Source: an optimization exercise on an open RTL-to-GDS flow (aim: small area). Production flows keep margins and buffers that such runs may drop. Function was checked by simulation only, so behaviour that the tests miss may differ from the original. Power figures rest on the tool's default switching activity, not on a simulated workload.

==> flow/design.v <==
`default_nettype none
package srcPkg;
    localparam int InstrWidth   = 32;   
    localparam int RegCount     = 16;
    localparam int RegAddrWidth = 4;    
    localparam int ImmWidth     = 19;   
    localparam int OpcodeWidth  = 5;
    localparam logic [OpcodeWidth-1:0] OpAdd  = 5'd3;
    localparam logic [OpcodeWidth-1:0] OpSub  = 5'd4;
    localparam logic [OpcodeWidth-1:0] OpAnd  = 5'd5;
    localparam logic [OpcodeWidth-1:0] OpOr   = 5'd6;
    localparam logic [OpcodeWidth-1:0] OpShr  = 5'd7;
    localparam logic [OpcodeWidth-1:0] OpShra = 5'd8;
    localparam logic [OpcodeWidth-1:0] OpShl  = 5'd9;
    localparam logic [OpcodeWidth-1:0] OpRor  = 5'd10;
    localparam logic [OpcodeWidth-1:0] OpRol  = 5'd11;
    localparam logic [OpcodeWidth-1:0] OpAddi = 5'd12;
    localparam logic [OpcodeWidth-1:0] OpAndi = 5'd13;
    localparam logic [OpcodeWidth-1:0] OpOri  = 5'd14;
    localparam logic [OpcodeWidth-1:0] OpNeg    = 5'd17;   
    localparam logic [OpcodeWidth-1:0] OpNot    = 5'd18;
    localparam logic [OpcodeWidth-1:0] OpBranch = 5'd19;   
    typedef enum logic [3:0] {
        AluAdd, AluSub, AluAnd, AluOr,
        AluShr, AluShra, AluShl, AluRor, AluRol,
        AluNeg, AluNot,
        AluBranch,   
        AluNone      
    } AluOp;
    typedef enum logic [1:0] {
        CondZero    = 2'd0,
        CondNonzero = 2'd1,
        CondMinus   = 2'd2,
        CondPlus    = 2'd3
    } CondCode;
    typedef struct packed {
        AluOp                    aluOp;
        logic [RegAddrWidth-1:0] destReg;
        logic [InstrWidth-1:0]   opA;       
        logic [InstrWidth-1:0]   opB;       
        CondCode                 cond;
        logic                    writes;
        logic                    illegal;
    } DecodedOp;
    typedef struct packed {
        logic [InstrWidth-1:0]   value;
        logic [RegAddrWidth-1:0] destReg;
        logic                    writes;
        logic                    branchTaken;
        logic                    illegal;
    } ExecResult;
endpackage
`default_nettype wire
`default_nettype none
module srcCore (
    input  logic                            Clock,
    input  logic                            rstN,
    input  logic                            req,
    input  logic [srcPkg::InstrWidth-1:0]   instr,
    output logic                            ack,
    output logic [srcPkg::InstrWidth-1:0]   result,
    output logic [srcPkg::RegAddrWidth-1:0] resultReg,
    output logic                            wrote,
    output logic                            branchTaken,
    output logic                            illegal
);
    logic [4:0] op;
    logic [3:0] ra, rb, rc;
    assign op = instr[31:27];
    assign ra = instr[26:23];
    assign rb = instr[22:19];
    assign rc = instr[18:15];
    logic isAdd, isSub, isAnd, isOr, isShr, isShra, isShl, isRor, isRol;
    logic isAddi, isAndi, isOri, isNeg, isNot, isBr;
    assign isAdd  = (op == 5'd3);
    assign isSub  = (op == 5'd4);
    assign isAnd  = (op == 5'd5);
    assign isOr   = (op == 5'd6);
    assign isShr  = (op == 5'd7);
    assign isShra = (op == 5'd8);
    assign isShl  = (op == 5'd9);
    assign isRor  = (op == 5'd10);
    assign isRol  = (op == 5'd11);
    assign isAddi = (op == 5'd12);
    assign isAndi = (op == 5'd13);
    assign isOri  = (op == 5'd14);
    assign isNeg  = (op == 5'd17);
    assign isNot  = (op == 5'd18);
    assign isBr   = (op == 5'd19);
    logic isShift, isImm, writes, isIll;
    assign isShift = isShr | isShra | isShl | isRor | isRol;
    assign isImm   = isAddi | isAndi | isOri;
    assign writes  = (op >= 5'd3 && op <= 5'd14) | isNeg | isNot;
    assign isIll   = !(writes | isBr);
    logic [2:0] phase;
    logic       clr;           
    logic       inPass;        
    logic       loadDone;      
    logic [3:0] loadCnt;       
    logic [4:0] amt;           
    logic       sgn;           
    logic       carry;
    logic       nz;            
    logic [3:0] x [8];         
    logic [3:0] prev;          
    logic [3:0] ring [16][8];
    logic run, passCyc, passEnd, loading, lastLoad;
    assign run      = req && !ack;
    assign passCyc  = run && (inPass || (phase == 3'd0 && (!isShift || loadDone)));
    assign passEnd  = passCyc && (phase == 3'd7);
    logic [3:0] addrA;
    logic [3:0] dataA, dataB;
    assign addrA = isBr ? ra : rb;
    assign dataA = clr ? 4'd0 : ring[addrA][0];
    assign dataB = clr ? 4'd0 : ring[rc][0];
    logic       shLeft;
    logic [4:0] rotL;          
    logic [2:0] rotG;
    logic [1:0] rotB;
    assign shLeft = isShl | isRol;
    assign rotL   = shLeft ? amt : (5'd0 - amt);
    assign rotG   = rotL[4:2];
    assign rotB   = rotL[1:0];
    assign loading  = run && isShift && !loadDone && !inPass;
    assign lastLoad = loading && loadCnt[3] && (phase == ~rotG);
    logic [7:0] window;
    logic [3:0] rotOut, shOut;
    assign window = {x[0], prev};
    always_comb begin
        for (int i = 0; i < 4; i++) begin
            logic [4:0] j;
            logic       fill;
            j = {phase, 2'(i)};
            rotOut[i] = window[4 + i - rotB];
            if (isShl)       fill = (j < amt);
            else if (isRol || isRor) fill = 1'b0;
            else             fill = ({1'b0, j} + {1'b0, amt}) > 6'd31;
            shOut[i] = fill ? (isShra & sgn) : rotOut[i];
        end
    end
    logic [18:0] imm;
    logic [31:0] immExt;
    logic [3:0]  immG, opB, addA, addB, logicOut, resG;
    logic        cin;
    logic [4:0]  sum;
    assign imm    = instr[18:0];
    assign immExt = {{13{imm[18]}}, imm};
    assign immG   = immExt[{phase, 2'b00} +: 4];
    assign opB    = isImm ? immG : dataB;
    assign addA = isNeg ? ~dataA : dataA;
    assign addB = isNeg ? 4'd0 : (isSub ? ~opB : opB);
    assign cin  = (phase == 3'd0) ? (isSub | isNeg) : carry;
    assign sum  = {1'b0, addA} + {1'b0, addB} + {4'd0, cin};
    always_comb begin
        if (isAnd | isAndi)    logicOut = dataA & opB;
        else if (isOr | isOri) logicOut = dataA | opB;
        else                   logicOut = ~dataA;
    end
    always_comb begin
        if (isAdd | isAddi | isSub | isNeg) resG = sum[3:0];
        else if (isShift)                   resG = shOut;
        else if (writes)                    resG = logicOut;
        else                                resG = 4'd0;   
    end
    logic anyA, brCond;
    assign anyA = ((phase != 3'd0) && nz) | (|dataA);
    always_comb begin
        case (instr[20:19])
            2'd0:    brCond = !anyA;
            2'd1:    brCond = anyA;
            2'd2:    brCond = dataA[3];
            default: brCond = !dataA[3];
        endcase
    end
    always_ff @(posedge Clock) begin
        if (!rstN) begin
            phase       <= 3'd0;
            clr         <= 1'b1;
            ack         <= 1'b0;
            inPass      <= 1'b0;
            loadDone    <= 1'b0;
            loadCnt     <= 4'd0;
        end else begin
            phase <= phase + 3'd1;
            if (phase == 3'd7) clr <= 1'b0;
            if (passEnd) ack <= 1'b1;
            else if (!req) ack <= 1'b0;
            inPass   <= passCyc && !passEnd;
            loadDone <= run && (loadDone || lastLoad);
            if (!run) loadCnt <= 4'd0;
            else if (loading && !loadCnt[3]) loadCnt <= loadCnt + 4'd1;
        end
    end
    always_ff @(posedge Clock) begin
        if (run && !inPass) begin
            if (phase == 3'd0) amt[3:0] <= dataB;
            if (phase == 3'd1) amt[4]   <= dataB[0];
            if (phase == 3'd7) sgn      <= dataA[3];
        end
        carry <= sum[4];
        nz    <= anyA;
        if (loading || passCyc) begin
            for (int k = 0; k < 7; k++) x[k] <= x[k + 1];
            x[7] <= loading ? dataA : resG;
            prev <= x[0];
        end
        if (passEnd) begin
            resultReg   <= ra;
            wrote       <= writes;
            illegal     <= isIll;
            branchTaken <= isBr & brCond;
        end
    end
    logic [3:0] wdata;
    assign wdata = clr ? 4'd0 : resG;
    always_ff @(posedge Clock) begin
        for (int r = 0; r < 16; r++) begin
            for (int k = 0; k < 7; k++) ring[r][k] <= ring[r][k + 1];
            ring[r][7] <= (clr || (passCyc && writes && ra == 4'(r))) ? wdata : ring[r][0];
        end
    end
    always_comb begin
        for (int k = 0; k < 8; k++) result[4*k +: 4] = x[k];
    end
endmodule
`default_nettype wire
export LEC_CHECK = 0
export ABC_AREA = 1
export CAP_MARGIN = 20
export CORE_MARGIN = 2
export CORE_UTILIZATION = 60
export CTS_BUF_LIST = sky130_fd_sc_hd__clkbuf_8
export CTS_CLUSTER_DIAMETER = 60
export CTS_CLUSTER_SIZE = 20
export SLEW_MARGIN = 20
create_clock -name core_clock -period 8.0 [get_ports {Clock}]
standard.sh (not shown) runs the stock make flow with config.mk's settings and CLKGATE_MAP_FILE= SYNTH_SCRIPT=/design/flow/synth_recipe.tcl, a recipe that flattens the netlist after the stock synthesis.
==> flow/flow/run.sh <==
#!/bin/bash
# Standard layout, with buf_1 as the port buffer cell.
set -e
export BUFFER_PORTS_ARGS="-buffer_cell sky130_fd_sc_hd__buf_1"
bash standard.sh > standard.log 2>&1
Next try:
--- a/flow/design.v
+++ b/flow/design.v
@@ -125,26 +125,35 @@
     assign lastLoad = loading && loadCnt[3] && (phase == ~rotG);
     logic [7:0] window;
-    logic [3:0] rotOut, shOut;
-    assign window = {x[0], prev};
+    logic [3:0] rotOut, shOut, below;
+    logic       gLess, gEq, fillLeft, fillRight, fillVal;
+    assign window   = {x[0], prev};
+    assign gLess    = phase < rotG;
+    assign gEq      = phase == rotG;
+    assign fillLeft  = isShl;
+    assign fillRight = (isShr | isShra) & (amt != 5'd0);
+    assign fillVal   = isShra & sgn;
     always_comb begin
         for (int i = 0; i < 4; i++) begin
-            logic [4:0] j;
-            logic       fill;
-            j = {phase, 2'(i)};
             rotOut[i] = window[4 + i - rotB];
-            if (isShl)       fill = (j < amt);
-            else if (isRol || isRor) fill = 1'b0;
-            else             fill = ({1'b0, j} + {1'b0, amt}) > 6'd31;
-            shOut[i] = fill ? (isShra & sgn) : rotOut[i];
+            below[i]  = gLess | (gEq & (2'(i) < rotB));
+            if ((fillLeft & below[i]) | (fillRight & !below[i])) shOut[i] = fillVal;
+            else                                               shOut[i] = rotOut[i];
         end
     end
     logic [18:0] imm;
-    logic [31:0] immExt;
     logic [3:0]  immG, opB, addA, addB, logicOut, resG;
     logic        cin;
     logic [4:0]  sum;
     assign imm    = instr[18:0];
-    assign immExt = {{13{imm[18]}}, imm};
-    assign immG   = immExt[{phase, 2'b00} +: 4];
+    always_comb begin
+        case (phase)
+            3'd0:    immG = imm[3:0];
+            3'd1:    immG = imm[7:4];
+            3'd2:    immG = imm[11:8];
+            3'd3:    immG = imm[15:12];
+            3'd4:    immG = {imm[18], imm[18:16]};
+            default: immG = {4{imm[18]}};
+        endcase
+    end
     assign opB    = isImm ? immG : dataB;
     assign addA = isNeg ? ~dataA : dataA;
Effect: Routed wire length decreases by 2.6%. Worst hold slack is about the same. Global-route usage decreases by 0.38 points. Area after synthesis decreases by 0.84%. Clock-buffer cell count increases by 1. Final area decreases by 0.34%. Power decreases by 0.33%. First-iteration DRC count increases by 0.59%. Setup slack improved by 0.17 ns. Final cell count decreases by 2.3%. Clock power is about the same. Synthesized cell count decreases by 3.5%.

static timing again, ports no longer ideal:
No port has a modelled driver above. Below, the same layouts with a new extraction and two added sets of constraints. Step 1 sets driving cells, clkbuf_16 on the clock port and buf_2 on the other inputs (assumed; they add their load-dependent delay and slew). Step 2 moves the port delays by t, midway between the first and last clock arrival at a register: inputs arrive t later, outputs are due t later. That takes back most of the time a late clock gives input paths. Three values: ideal, step 1, step 2; two values: the first two.
| run | t (ns) | setup WS [ns] | slew at the worst register clock pin (ns) |
|---|---|---|---|
| the first run | 0.601 | 2.610 / 2.592 / 1.991 | 0.12 / 0.12 |
| the second run | 0.609 | 2.781 / 2.783 / 2.174 | 0.12 / 0.12 |
After both steps setup and hold are still met in every run listed. For the first run, which loses most, drivers alone change the setup slack by -0.018 ns; drivers and shift together by -0.619 ns.
